Context: an optimization exercise on an open-source flow, tuned for small area, a short achievable clock period and few clock cycles per item. The choices shown serve that exercise and are no tape-out recipe. In this exercise RTL edits were held to simulation tests only and were not proved equivalent to the original. Power and IR drop assume default switching activity.

==> flow/design.v <==
`timescale 1ns / 1ps
package fsa_pkg;
   localparam int ACC_WIDTH        = 32;
   localparam int REM_WIDTH        = 24;
   localparam int QUO_WIDTH        = 16;
   localparam int CNT_WIDTH        = 4;
   localparam int PC_WIDTH         = 4;
   localparam int STEP_LEN_WIDTH   = 25;
   localparam int STEP_LIM_WIDTH   = 8;
   localparam int PROD_WIDTH       = STEP_LEN_WIDTH + STEP_LIM_WIDTH;
   localparam int DROP_TIME_WIDTH  = 48;
   localparam int COUNT_WIDTH      = 32;
   localparam int ELAPSED_WIDTH    = 32;
   localparam int BLEND_WIDTH      = 17;
   localparam int CSR_INDEX_WIDTH  = 4;
   localparam int CSR_DATA_WIDTH   = 25;
   localparam logic [STEP_LEN_WIDTH-1:0] STEP_LENGTH_MIN   = 25'd65536;
   localparam logic [STEP_LEN_WIDTH-1:0] STEP_LENGTH_MAX   = 25'd16777216;
   localparam logic [STEP_LEN_WIDTH-1:0] STEP_LENGTH_RESET = 25'd279620;
   localparam logic [STEP_LIM_WIDTH-1:0] STEP_LIMIT_RESET  = 8'd5;
   localparam logic [STEP_LIM_WIDTH-1:0] STEP_LIMIT_MAX    = 8'd255;
   localparam logic [CSR_INDEX_WIDTH-1:0] REG_STEP_LENGTH = 4'd0;
   localparam logic [CSR_INDEX_WIDTH-1:0] REG_STEP_LIMIT  = 4'd1;
   localparam logic OP_ADVANCE = 1'b0;
   localparam logic OP_CLEAR   = 1'b1;
   localparam logic [CNT_WIDTH-1:0] DIV_LAST = CNT_WIDTH'(QUO_WIDTH - 1);
   localparam logic [PC_WIDTH-1:0] PC_IDLE       = 4'd0;
   localparam logic [PC_WIDTH-1:0] PC_DIV_INIT   = 4'd1;
   localparam logic [PC_WIDTH-1:0] PC_DIV_STEP   = 4'd2;
   localparam logic [PC_WIDTH-1:0] PC_CLAMP      = 4'd3;
   localparam logic [PC_WIDTH-1:0] PC_LEFTOVER   = 4'd4;
   localparam logic [PC_WIDTH-1:0] PC_DROP       = 4'd5;
   localparam logic [PC_WIDTH-1:0] PC_CLEAR      = 4'd6;
   localparam logic [PC_WIDTH-1:0] PC_BLEND_INIT = 4'd7;
   localparam logic [PC_WIDTH-1:0] PC_BLEND_STEP = 4'd8;
   localparam logic [PC_WIDTH-1:0] PC_EMIT       = 4'd9;
   localparam logic [PC_WIDTH-1:0] PC_RETURN     = 4'd10;
   typedef enum logic [3:0] {
      ACT_NOP,
      ACT_ACCEPT,
      ACT_DIV_INIT,
      ACT_DIV_STEP,
      ACT_CLAMP,
      ACT_LEFTOVER,
      ACT_DROP,
      ACT_CLEAR,
      ACT_BLEND_INIT,
      ACT_EMIT
   } action_type;
   typedef enum logic [2:0] {
      COND_NEXT,
      COND_ALWAYS,
      COND_NO_REQ,
      COND_OP_CLEAR,
      COND_CNT_NZ,
      COND_OUT_BUSY
   } cond_type;
   typedef struct packed {
      action_type          action;
      cond_type            cond;
      logic [PC_WIDTH-1:0] target;
      logic                load_cnt;
   } word_type;
   typedef struct packed {
      logic req_valid;
      logic op_clear;
      logic out_busy;
   } status_type;
   typedef struct packed {
      action_type action;
   } ctrl_type;
endpackage
`timescale 1ns / 1ps
import fsa_pkg::*;
module fsa_seq (
   input  logic                clock,
   input  logic                reset,
   input  fsa_pkg::status_type status,
   output fsa_pkg::ctrl_type   ctrl
);
   logic [PC_WIDTH-1:0]  pc_ff, pc_in;
   logic [CNT_WIDTH-1:0] cnt_ff, cnt_in;
   fsa_pkg::word_type             word;
   logic                 taken;
   logic                 cnt_nz;
   always_comb begin
      unique case (pc_ff)
         PC_IDLE:       begin word.action = ACT_ACCEPT; word.cond = COND_NO_REQ; word.target = PC_IDLE; word.load_cnt = 1'b0; end
         PC_DIV_INIT:   begin word.action = ACT_DIV_INIT; word.cond = COND_OP_CLEAR; word.target = PC_CLEAR; word.load_cnt = 1'b1; end
         PC_DIV_STEP:   begin word.action = ACT_DIV_STEP; word.cond = COND_CNT_NZ; word.target = PC_DIV_STEP; word.load_cnt = 1'b0; end
         PC_CLAMP:      begin word.action = ACT_CLAMP; word.cond = COND_NEXT; word.target = PC_IDLE; word.load_cnt = 1'b0; end
         PC_LEFTOVER:   begin word.action = ACT_LEFTOVER; word.cond = COND_NEXT; word.target = PC_IDLE; word.load_cnt = 1'b0; end
         PC_DROP:       begin word.action = ACT_DROP; word.cond = COND_ALWAYS; word.target = PC_BLEND_INIT; word.load_cnt = 1'b0; end
         PC_CLEAR:      begin word.action = ACT_CLEAR; word.cond = COND_NEXT; word.target = PC_IDLE; word.load_cnt = 1'b0; end
         PC_BLEND_INIT: begin word.action = ACT_BLEND_INIT; word.cond = COND_NEXT; word.target = PC_IDLE; word.load_cnt = 1'b1; end
         PC_BLEND_STEP: begin word.action = ACT_DIV_STEP; word.cond = COND_CNT_NZ; word.target = PC_BLEND_STEP; word.load_cnt = 1'b0; end
         PC_EMIT:       begin word.action = ACT_EMIT; word.cond = COND_OUT_BUSY; word.target = PC_EMIT; word.load_cnt = 1'b0; end
         PC_RETURN:     begin word.action = ACT_NOP; word.cond = COND_ALWAYS; word.target = PC_IDLE; word.load_cnt = 1'b0; end
         default:       begin word.action = ACT_NOP; word.cond = COND_ALWAYS; word.target = PC_IDLE; word.load_cnt = 1'b0; end
      endcase
   end
   assign cnt_nz = (cnt_ff != '0);
   always_comb begin
      unique case (word.cond)
         COND_NEXT:     taken = 1'b0;
         COND_ALWAYS:   taken = 1'b1;
         COND_NO_REQ:   taken = !status.req_valid;
         COND_OP_CLEAR: taken = status.op_clear;
         COND_CNT_NZ:   taken = cnt_nz;
         COND_OUT_BUSY: taken = status.out_busy;
         default:       taken = 1'b1;
      endcase
   end
   always_comb begin
      pc_in = taken ? word.target : pc_ff + 1'b1;
      if (word.load_cnt) begin
         cnt_in = DIV_LAST;
      end else if (word.cond == COND_CNT_NZ && cnt_nz) begin
         cnt_in = cnt_ff - 1'b1;
      end else begin
         cnt_in = cnt_ff;
      end
   end
   always_ff @(posedge clock) begin
      if (reset) begin
         pc_ff  <= PC_IDLE;
         cnt_ff <= '0;
      end else begin
         pc_ff  <= pc_in;
         cnt_ff <= cnt_in;
      end
   end
   assign ctrl.action = word.action;
endmodule
`timescale 1ns / 1ps
import fsa_pkg::*;
module fixed_step_accumulator (
   input  logic                                 clock,
   input  logic                                 reset,
   input  logic                                 req_valid,
   output logic                                 req_ready,
   input  logic                                 req_operation,
   input  logic signed [fsa_pkg::ELAPSED_WIDTH-1:0] req_elapsed,
   output logic                                 rsp_valid,
   input  logic                                 rsp_ready,
   output logic [fsa_pkg::STEP_LIM_WIDTH-1:0]   rsp_step_count,
   output logic                                 rsp_dropped,
   output logic [fsa_pkg::BLEND_WIDTH-1:0]      rsp_blend_fraction,
   output logic [fsa_pkg::COUNT_WIDTH-1:0]      rsp_drop_count,
   output logic [fsa_pkg::DROP_TIME_WIDTH-1:0]  rsp_dropped_time,
   output logic [fsa_pkg::COUNT_WIDTH-1:0]      rsp_total_steps,
   input  logic                                 csr_valid,
   output logic                                 csr_ready,
   input  logic [fsa_pkg::CSR_INDEX_WIDTH-1:0]  csr_index,
   input  logic [fsa_pkg::CSR_DATA_WIDTH-1:0]   csr_data
);
   logic [STEP_LEN_WIDTH-1:0] step_ff;
   logic [STEP_LIM_WIDTH-1:0] limit_ff;
   logic [STEP_LEN_WIDTH-1:0] csr_len;
   logic [STEP_LIM_WIDTH-1:0] csr_lim;
   logic [REM_WIDTH-1:0]       rem_ff;
   logic [DROP_TIME_WIDTH-1:0] disc_ff;
   logic [COUNT_WIDTH-1:0]     drops_ff;
   logic [COUNT_WIDTH-1:0]     total_ff;
   logic                      op_ff;
   logic [ACC_WIDTH-1:0]      acc_ff;
   logic [REM_WIDTH-1:0]      p_ff;
   logic [QUO_WIDTH-1:0]      q_ff;
   logic [STEP_LIM_WIDTH-1:0] steps_ff;
   logic                      drop_ff;
   logic [PROD_WIDTH-1:0]     prod_ff;
   logic [ACC_WIDTH-1:0]      left_ff;
   logic                       rsp_valid_ff;
   logic [STEP_LIM_WIDTH-1:0]  out_steps_ff;
   logic                       out_drop_ff;
   logic [BLEND_WIDTH-1:0]     out_blend_ff;
   logic [COUNT_WIDTH-1:0]     out_drops_ff;
   logic [DROP_TIME_WIDTH-1:0] out_disc_ff;
   logic [COUNT_WIDTH-1:0]     out_total_ff;
   fsa_pkg::status_type status;
   fsa_pkg::ctrl_type   ctrl;
   logic                      req_xfer;
   logic                      out_busy;
   logic                      emit;
   logic [ACC_WIDTH-1:0]      add_in;
   logic [STEP_LEN_WIDTH-1:0] trial;
   logic [STEP_LEN_WIDTH:0]   diff;
   logic                      fits;
   logic [DROP_TIME_WIDTH:0]  disc_sum;
   fsa_seq u_seq (
      .clock  (clock),
      .reset  (reset),
      .status (status),
      .ctrl   (ctrl)
   );
   assign out_busy         = rsp_valid_ff && !rsp_ready;
   assign status.req_valid = req_valid;
   assign status.op_clear  = (op_ff == OP_CLEAR);
   assign status.out_busy  = out_busy;
   assign req_ready = (ctrl.action == ACT_ACCEPT);
   assign req_xfer     = req_valid && req_ready;
   assign emit         = (ctrl.action == ACT_EMIT) && !out_busy;
   assign add_in = (req_elapsed > 0) ?
                   ACC_WIDTH'(req_elapsed[ELAPSED_WIDTH-2:0]) : '0;
   assign trial = {p_ff, q_ff[QUO_WIDTH-1]};
   assign diff  = {1'b0, trial} - {1'b0, step_ff};
   assign fits  = !diff[STEP_LEN_WIDTH];
   assign disc_sum = {1'b0, disc_ff} + (DROP_TIME_WIDTH+1)'(left_ff);
   always_comb begin
      csr_len = csr_data[STEP_LEN_WIDTH-1:0];
      if (csr_len < STEP_LENGTH_MIN) begin
         csr_len = STEP_LENGTH_MIN;
      end else if (csr_len > STEP_LENGTH_MAX) begin
         csr_len = STEP_LENGTH_MAX;
      end
      csr_lim = csr_data[STEP_LIM_WIDTH-1:0];
      if (csr_lim == '0) begin
         csr_lim = 8'd1;
      end else if (csr_lim > STEP_LIMIT_MAX) begin
         csr_lim = STEP_LIMIT_MAX;
      end
   end
   assign csr_ready = 1'b1;
   always_ff @(posedge clock) begin
      if (reset) begin
         step_ff  <= STEP_LENGTH_RESET;
         limit_ff <= STEP_LIMIT_RESET;
      end else if (csr_valid) begin
         if (csr_index == REG_STEP_LENGTH) begin
            step_ff <= csr_len;
         end
         if (csr_index == REG_STEP_LIMIT) begin
            limit_ff <= csr_lim;
         end
      end
   end
   always_ff @(posedge clock) begin
      if (reset) begin
         rem_ff       <= '0;
         disc_ff      <= '0;
         drops_ff     <= '0;
         total_ff     <= '0;
         rsp_valid_ff <= 1'b0;
      end else begin
         unique case (ctrl.action)
            ACT_CLAMP: begin
               if (q_ff <= QUO_WIDTH'(limit_ff)) begin
                  rem_ff <= p_ff;
               end
            end
            ACT_LEFTOVER: begin
               total_ff <= total_ff + COUNT_WIDTH'(steps_ff);
            end
            ACT_DROP: begin
               if (drop_ff) begin
                  rem_ff  <= '0;
                  disc_ff <= disc_sum[DROP_TIME_WIDTH] ? '1 :
                             disc_sum[DROP_TIME_WIDTH-1:0];
                  if (drops_ff != '1) begin
                     drops_ff <= drops_ff + 1'b1;
                  end
               end
            end
            ACT_CLEAR: begin
               rem_ff   <= '0;
               disc_ff  <= '0;
               drops_ff <= '0;
            end
            default: begin
            end
         endcase
         if (emit) begin
            rsp_valid_ff <= 1'b1;
         end else if (rsp_ready) begin
            rsp_valid_ff <= 1'b0;
         end
      end
   end
   always_ff @(posedge clock) begin
      unique case (ctrl.action)
         ACT_ACCEPT: begin
            if (req_xfer) begin
               op_ff  <= req_operation;
               acc_ff <= ACC_WIDTH'(rem_ff) + add_in;
            end
         end
         ACT_DIV_INIT: begin
            p_ff <= REM_WIDTH'(acc_ff[ACC_WIDTH-1:QUO_WIDTH]);
            q_ff <= acc_ff[QUO_WIDTH-1:0];
         end
         ACT_DIV_STEP: begin
            p_ff <= fits ? diff[REM_WIDTH-1:0] : trial[REM_WIDTH-1:0];
            q_ff <= {q_ff[QUO_WIDTH-2:0], fits};
         end
         ACT_CLAMP: begin
            prod_ff <= PROD_WIDTH'(limit_ff) * PROD_WIDTH'(step_ff);
            if (q_ff > QUO_WIDTH'(limit_ff)) begin
               steps_ff <= limit_ff;
               drop_ff  <= 1'b1;
            end else begin
               steps_ff <= q_ff[STEP_LIM_WIDTH-1:0];
               drop_ff  <= 1'b0;
            end
         end
         ACT_LEFTOVER: begin
            left_ff <= acc_ff - prod_ff[ACC_WIDTH-1:0];
         end
         ACT_CLEAR: begin
            steps_ff <= '0;
            drop_ff  <= 1'b0;
         end
         ACT_BLEND_INIT: begin
            p_ff <= rem_ff;
            q_ff <= '0;
         end
         default: begin
         end
      endcase
   end
   always_ff @(posedge clock) begin
      if (emit) begin
         out_steps_ff <= steps_ff;
         out_drop_ff  <= drop_ff;
         out_blend_ff <= BLEND_WIDTH'(q_ff);
         out_drops_ff <= drops_ff;
         out_disc_ff  <= disc_ff;
         out_total_ff <= total_ff;
      end
   end
   assign rsp_valid          = rsp_valid_ff;
   assign rsp_step_count     = out_steps_ff;
   assign rsp_dropped        = out_drop_ff;
   assign rsp_blend_fraction = out_blend_ff;
   assign rsp_drop_count     = out_drops_ff;
   assign rsp_dropped_time   = out_disc_ff;
   assign rsp_total_steps    = out_total_ff;
endmodule
==> flow/run.sh <==
#!/bin/bash
# synth_recipe.tcl (not shown) runs the flow's synth.tcl, then flattens the netlist and writes it again
# the make line also repeats each setting of config.mk as NAME=value (left out here)
make -C /OpenROAD-flow-scripts/flow DESIGN_CONFIG=/design/flow/config.mk WORK_HOME=/design/flow/orfs CLKGATE_MAP_FILE= SYNTH_SCRIPT=/design/flow/synth_recipe.tcl finish
==> flow/config.mk <==
export PLATFORM = sky130hd
export DESIGN_NAME = fixed_step_accumulator
export DESIGN_NICKNAME = fixed_step_accumulator
export VERILOG_FILES = /design/flow/design.v
export SDC_FILE = /design/flow/constraint.sdc
export NUM_CORES = 4
export LEC_CHECK = 0
export CAP_MARGIN = 20
export CORE_MARGIN = 2
export CORE_UTILIZATION = 40
export SLEW_MARGIN = 20
==> flow/constraint.sdc <==
create_clock -name core_clock -period 10.0 [get_ports {clock}]
set_input_delay 2.0000 -clock core_clock [delete_from_list [all_inputs] [get_ports {clock}]]
set_output_delay 2.0000 -clock core_clock [all_outputs]
set_load 0.01 [all_outputs]
==> impl_metrics.ini <==
[routing]
finalWirelength_um = 76500
initialDrtViolationCount = 1342
route.detailed.drc = 0
vias_per_cell = 5.25
drt-wirelength-per-cell_um = 18.1
first_drt_pass_iteration_count = 16
drtAntennaViolNets = 0
detailroute.via_count = 22224

[worst_setup_path]
crit_path_leading_delay_family = adder cells
cp_slowest_stage_delay_ns = 0.62
worst-endpoint-required_ns = 10.36
critical_path.max_fanout = 21
setup.worst_path.end_class = flop
data_arrival_time_of_the_critical_path_ns = 7.07
worst_path_max_delay_cell = sky130_fd_sc_hd__dfxtp_1
crit_path_cell_trace = inv_1, nor2_1, fa_1, fa_1, fa_1, inv_1, fa_1, inv_1, ha_1, o2111a_1, o2111ai_1, a21oi_1, o2111ai_1, a2111oi_0, o21a_1, o31a_1, nor4_1, a311o_1
critical_path_class = reg -> reg
timing.critical_path.mode_cell = sky130_fd_sc_hd__fa_1
path_buf_inv = 3
worst_setup_path_start_kind = flop

[run_status]
run_status = no timing/DRC/antenna violations

[timing]
worst_slew_margin_rel = 0.294
post_layout_worst_setup_margin_ns = 3.29
report.final.hold_viol_count = 0
max_clock_freq_mhz = 149
hold-worst-slack_ns = 0.440
setup-violations-final = 0
worst_margin_slew_ns = 1.06
period_needed_ns = 6.71
rsz0062_at_grt = false
drv_slew = 0
finalClockSkew_ns = 0.0354
final_sum_of_negative_setup_slack_ns = 0
final_cycle_share = 0.671

[yosys]
sequential_cell_area_fraction_in_the_yosys_report = 0.417
syn-cell-area_sq_mm = 0.0295
syn-mean-instance-area_sq_um = 9.67
post-synth-top-count-cell = sky130_fd_sc_hd__nor2_1
synthesis.instances = 3055
mappedNetlistNets = 3451
ys_types = 76
synth_top_flop_cell = sky130_fd_sc_hd__edfxtp_1
yosysTopAreaCellShare = 0.288
synth-seq-cells = 473
asyncSetResetFlopFracSynth = 0
yosys.area.top_type = sky130_fd_sc_hd__edfxtp_1
cell_types_with_the_largest_area_share_after_synthesis = sky130_fd_sc_hd__edfxtp_1, sky130_fd_sc_hd__dfxtp_1, sky130_fd_sc_hd__fa_1
synth-warning-count = 2
synth_top_cells_by_count = sky130_fd_sc_hd__nor2_1, sky130_fd_sc_hd__nand2_1, sky130_fd_sc_hd__edfxtp_1
synth_edf_count = 283

[global_route]
grt_pass1_vias = 21846
grt_antenna_before_repair = 1
grt_overflow = 0
grt_max_degree = 60
grt_first_pass_wirelength_um = 121000
grt.total_usage = 0.202

[place]
place_congestion = 0.900
port_buffers = 205
placed_cell_area_sq_mm = 0.0326
placement.setup.worst_slack_ns = 2.72
post-dp-hpwl_um = 58500

[clocking]
clk_pin_slew_ns = 0.06
cts-root-to-sink-buffers = 3
post_cts_setup_inserts = 0
clock_sink_count = 473
post_cts_resized = 0
cts_made_buffers = 54
htree_num_levels = 2
cts_tree = done
clock-root-buffer = sky130_fd_sc_hd__clkbuf_16
post_cts_hold_buffer_count = 0
worst_skew_pair.late_latency_ns = 0.64

[floorplanning]
io-pin-count = 208
overall_die_area_sq_mm = 0.0760
start_util = 0.404
core_box_area_sq_mm = 0.0731
std_cell_rows = 99
dieWidth_um = 276
die_boundary_height_um = 276

[pwr]
clock_power_share = 0.310
seq_power_share = 0.405
internal-power_w = 0.00447
pwr_dens_mw_per_mm2 = 194
p_switching_w = 0.00222
combPwrFrac = 0.285
total_leakage_power_nw = 13.8
p_sw_frac = 0.332
vdd.ir_drop.worst_v = 0.000173

[min_path]
timing.hold.worst.class = reg -> reg

[finish]
design.final.nets = 3622
nFillCells = 6974
final_layout_size_suffix_gt1_frac = 0.0483
final_area_sq_mm = 0.0344
syn_to_final_growth_pct = 16.6

[job]
max_cap_violations = 0
cell usage in the layout (no fill, tap or decap), drive strengths merged, types with 53 or more instances in the layout:
cell type      count
a21o              54
a21oi            215
and2              53
clkbuf            68
clkdlybuf4s50    204
dfxtp            190
edfxtp           283
fa               142
ha               187
inv              273
nand2            284
nand3             64
nor2             353
o21ai            163
xnor2            109
xor2              78
through the flow:
stage | util | std cells | total power, W
after global placement | 0.446 | 4129 | 0.00464
after floorplan | - | 3055 | 0.00403
after global routing | 0.471 | 4232 | 0.00707
after detailed placement | 0.446 | 4129 | 0.00466
after CTS | 0.471 | 4231 | 0.00675
final | 0.471 | 4232 | 0.00669
cell type report:
| cell class | count | area [sq um] | area share |
|---|---|---|---|
| flip-flops and latches | 473 | 12300 | 0.357 |
| multi-input cells | 2188 | 15800 | 0.458 |
| diodes | 1 | 2.50 | 0.0000727 |
| inverters | 280 | 1050 | 0.0305 |
| well taps | 959 | 1200 | 0.0348 |
| clock inverters | 34 | 430 | 0.0125 |
| clock buffers | 68 | 1440 | 0.0419 |
| repair buffers | 229 | 2230 | 0.0647 |
logic make-up (layout without fill, tap and decap cells):
| family | Yosys count | count (layout) | share of synthesized area |
|---|---|---|---|
| xor+xnor | 187 | 187 | 0.0555 |
| compound gates | 630 | 630 | 0.132 |
| other cells | 2 | 3 | 0.000254 |
| flops | 473 | 473 | 0.417 |
| simple gates | 1009 | 1009 | 0.159 |
| mux | 31 | 31 | 0.0105 |
| buf+inv | 394 | 611 | 0.0506 |
| fa+ha+maj | 329 | 329 | 0.176 |
registers in the layout, summed over array words and instances (netlist names), 8 cells and up:
name          count
out_blend_ff     16
drops_ff         32
disc_ff          48
steps_ff          8
p_ff             24
left_ff          32
out_steps_ff      8
rem_ff           24
limit_ff          8
q_ff             16
u_seq.word        8
out_total_ff     32
step_ff          25
out_disc_ff      48
acc_ff           32
out_drops_ff     32
total_ff         32
prod_ff          32
power by group through the flow:
stage               registers [W]  logic (W)  clock network [W]
floorplan                 0.00264    0.00139                  0
global placement          0.00275    0.00189                  0
detailed placement        0.00275    0.00190                  0
CTS                       0.00271    0.00191            0.00212
global route              0.00274    0.00214            0.00220
finish                    0.00271    0.00190            0.00207
final timing paths:
check / startpoint / slack, ns / end / cells past startpoint
setup / recovery: limit_ff[5] / 3.29 / prod_ff[29] / 18
hold / removal: total_ff[26] / 0.44 / out_total_ff[26] / 0
setup reg to reg: limit_ff[5] / 3.29 / prod_ff[29] / 18
hold reg to reg: total_ff[26] / 0.44 / out_total_ff[26] / 0
metal layers:
metal,wire (um),GRT usage
met4,1910,0.0584
met2,35700,0.336
met3,4380,0.0316
met5,0,0
met1,34500,0.272
Testbench counts, summed over its fixed seeds: cycles 126,956, items 3,200.

## re-timing with driven ports
Ports are ideal in the flow. The routed layout listed here was re-timed in OpenROAD.
Step 1 (the two cells are an assumption about what drives the block):
set clk [get_ports {clock}]
set_driving_cell -lib_cell sky130_fd_sc_hd__clkbuf_16 $clk
set_driving_cell -lib_cell sky130_fd_sc_hd__buf_2 [delete_from_list [all_inputs] $clk]
Step 2 times the ports against the registers' clock, not the clock port: input delays grow and output delays shrink by t, the midpoint of the rising clock arrivals with the driver on.
Slacks: ideal / step 1 / step 2; pairs: ideal / step 1.
t (ns): 0.683
slack for setup (ns): 3.293 / 3.293 / 2.733
worst hold slack (ns): 0.440 / 0.440 / 0.440
worst data-port slew with drivers (ns): 0.08
cell pins on the clock port's net: 1
After both steps setup and hold are still met in this run. The setup slack of this run moves by 0.000 ns with the drivers and by -0.560 ns with both steps.
